From an optimization exercise on the open Yosys and OpenROAD flow, aimed at small area, a short achievable clock period and few clock cycles; shortcuts taken in it are not production practice. At most, simulation tests tie the RTL to the original design; equivalence was not proved.

// complex_divider
module complex_divider
(
  input  logic             clk,
  input  logic             rst_n,
  input  logic             in_valid,
  output logic             in_ready,
  input  logic [NUM_W-1:0] num_real,
  input  logic [NUM_W-1:0] num_imag,
  input  logic [DEN_W-1:0] den_real,
  input  logic [DEN_W-1:0] den_imag,
  output logic             out_valid,
  input  logic             out_ready,
  output logic [NUM_W-1:0] quo_real,
  output logic [NUM_W-1:0] quo_imag,
  output logic             div_zero,
  output logic             sat
);
Size: roughly 7200 cells after synthesis, roughly 1000 flip-flops, about 0.080 mm^2 of cells after synthesis.
Settings: LEC_CHECK=0, CAP_MARGIN=20, CORE_MARGIN=2, CORE_UTILIZATION=65, SETUP_SLACK_MARGIN=5, SLEW_MARGIN=20; clock period 9.0 ns.
run.sh (not shown) runs the stock make flow with config.mk's settings and CLKGATE_MAP_FILE= SYNTH_SCRIPT=/design/flow/synth_recipe.tcl, a recipe that flattens the netlist after the stock synthesis.
Testbench counts at the start, summed over its fixed seeds: cycles 2,488.
Edit:
--- a/flow/design.v
+++ b/flow/design.v
@@ -2124,31 +2124,31 @@
     end
   end
   logic [24:0] p_c, q_c;
   logic [15:0] d_c;
   assign p_c  = ps1 + pc1;
   assign q_c  = qs1 + qc1;
-  logic [10:0] d3s_c;
-  assign d_c   = ds1 + dc1;
-  assign d3s_c = {1'b0, d_c[8:0], 1'b0} + 11'(d_c[8:0]);
+  logic [16:0] d3_c;
+  assign d_c  = ds1 + dc1;
+  assign d3_c = {d_c, 1'b0} + 17'(d_c);
   logic        v2, sp2, sq2;
   logic [23:0] pa2, qa2;
   logic [15:0] d2;
-  logic [10:0] d3s2;
+  logic [16:0] d32;
   always_ff @(posedge clk or negedge rst_n) begin
     if (!rst_n)   v2 <= 1'b0;
     else if (adv) v2 <= v1;
   end
   always_ff @(posedge clk) begin
     if (adv) begin
       sp2 <= p_c[24];
       sq2 <= q_c[24];
       pa2 <= p_c[24] ? 24'(-p_c) : p_c[23:0];
       qa2 <= q_c[24] ? 24'(-q_c) : q_c[23:0];
-      d2   <= d_c;
-      d3s2 <= d3s_c;
+      d2  <= d_c;
+      d32 <= d3_c;
     end
   end
   logic [8:0][15:0] rr0, rr1;
   logic [8:0][15:0] zz0, zz1;
   logic [8:0]       sg0, sg1, ov0, ov1, vv;
   logic [8:0][15:0] dd;
@@ -2159,13 +2159,13 @@
   assign zz1[0] = qa2[15:0];
   assign sg0[0] = sp2;
   assign sg1[0] = sq2;
   assign ov0[0] = {8'd0, pa2[23:16]} >= d2;
   assign ov1[0] = {8'd0, qa2[23:16]} >= d2;
   assign dd[0]  = d2;
-  assign dd3[0] = (d2[15:9] == 7'd0) ? 17'(d3s2) : 17'h1FFFF;
+  assign dd3[0] = d32;
   assign vv[0]  = v2;
   function automatic logic [17:0] sub18(input logic [17:0] a,
                                         input logic [17:0] b);
     logic [17:0] g, p, gg, pp, gn, pn;
     g  = a & ~b;
     p  = ~(a ^ b);
@@ -2237,13 +2237,13 @@
           zq1 <= m1;
           sq0 <= sg0[k];
           sq1 <= sg1[k];
           oq0 <= ov0[k];
           oq1 <= ov1[k];
           dq  <= dd[k];
-          d3q <= (k == 0) ? {dd[k], 1'b0} + 17'(dd[k]) : dd3[k];
+          d3q <= dd3[k];
         end
       end
       assign rr0[k+1] = 16'(rq0);
       assign rr1[k+1] = 16'(rq1);
       assign zz0[k+1] = zq0;
       assign zz1[k+1] = zq1;
@@ -2309,34 +2309,23 @@
     case ({arrive, take})
       2'b10:   cnt_nxt = cnt + 2'd1;
       2'b01:   cnt_nxt = cnt - 2'd1;
       default: cnt_nxt = cnt;
     endcase
   end
-  logic [1:0] cnt_i, cnt_i_nxt;
-  always_comb begin
-    cnt_i_nxt = cnt_i;
-    case ({arrive, take})
-      2'b10:   cnt_i_nxt = cnt_i + 2'd1;
-      2'b01:   cnt_i_nxt = cnt_i - 2'd1;
-      default: cnt_i_nxt = cnt_i;
-    endcase
-  end
   always_ff @(posedge clk or negedge rst_n) begin
     if (!rst_n) begin
       cnt       <= 2'd0;
-      cnt_i     <= 2'd0;
       out_valid <= 1'b0;
       adv       <= 1'b1;
       adv_in    <= 1'b1;
     end else begin
       cnt       <= cnt_nxt;
-      cnt_i     <= cnt_i_nxt;
       out_valid <= (cnt_nxt != 2'd0);
       adv       <= (cnt_nxt != 2'd2);
-      adv_in    <= (cnt_i_nxt != 2'd2);
+      adv_in    <= (cnt_nxt != 2'd2);
     end
   end
   logic head_load, head_from_skid, skid_load;
   assign head_from_skid = (cnt == 2'd2);
   assign head_load      = (cnt == 2'd0) || take;
   assign skid_load      = arrive && (cnt == 2'd1) && !take;
What happened: The changed run completed without violations. Count of clock-buffer cells in the layout is lower by 10. Synthesized area is lower by 0.48%. Wire length is lower by 0.66%. Setup slack gets worse by 47 ps. Synthesized cell count is higher by 0.55%. Sequential share of layout area is higher by 0.25 points. Via count is about the same. Worst hold slack gets worse by 21 ps. Design area is lower by 0.37%. First-iteration DRC count is higher by 0.69%.
Function not checked in the second run of this note: the RTL went through the layout flow alone.

-- re-timing with driven ports --
The flow's constraints put no driver on any port. The routed layouts listed below were extracted and timed again, unchanged, in two steps.
Step 1, drivers: a clkbuf_16 drives clk and a buf_2 each remaining input, both assumed.
Step 2 adds t to the input delays and takes it off the output delays; t is the mean of the earliest and latest rising clock arrival at the registers after step 1. Input paths then give back, and output paths get back, about the clock's delay inside the block.
Slacks: ideal ports / drivers / drivers and shift; pairs: ideal ports / drivers.
run	t, ns	setup slack, ns	hold slack, ns	worst setup path after step 2	latest minus earliest clock arrival (ns)
the first run	0.792	5.084 / 5.084 / 5.084	0.404 / 0.404 / 0.404	register to register	0.038 / 0.039
the second run	0.811	5.037 / 5.037 / 5.037	0.383 / 0.383 / 0.383	register to register	0.048 / 0.047
After both steps every run listed still meets setup and hold.
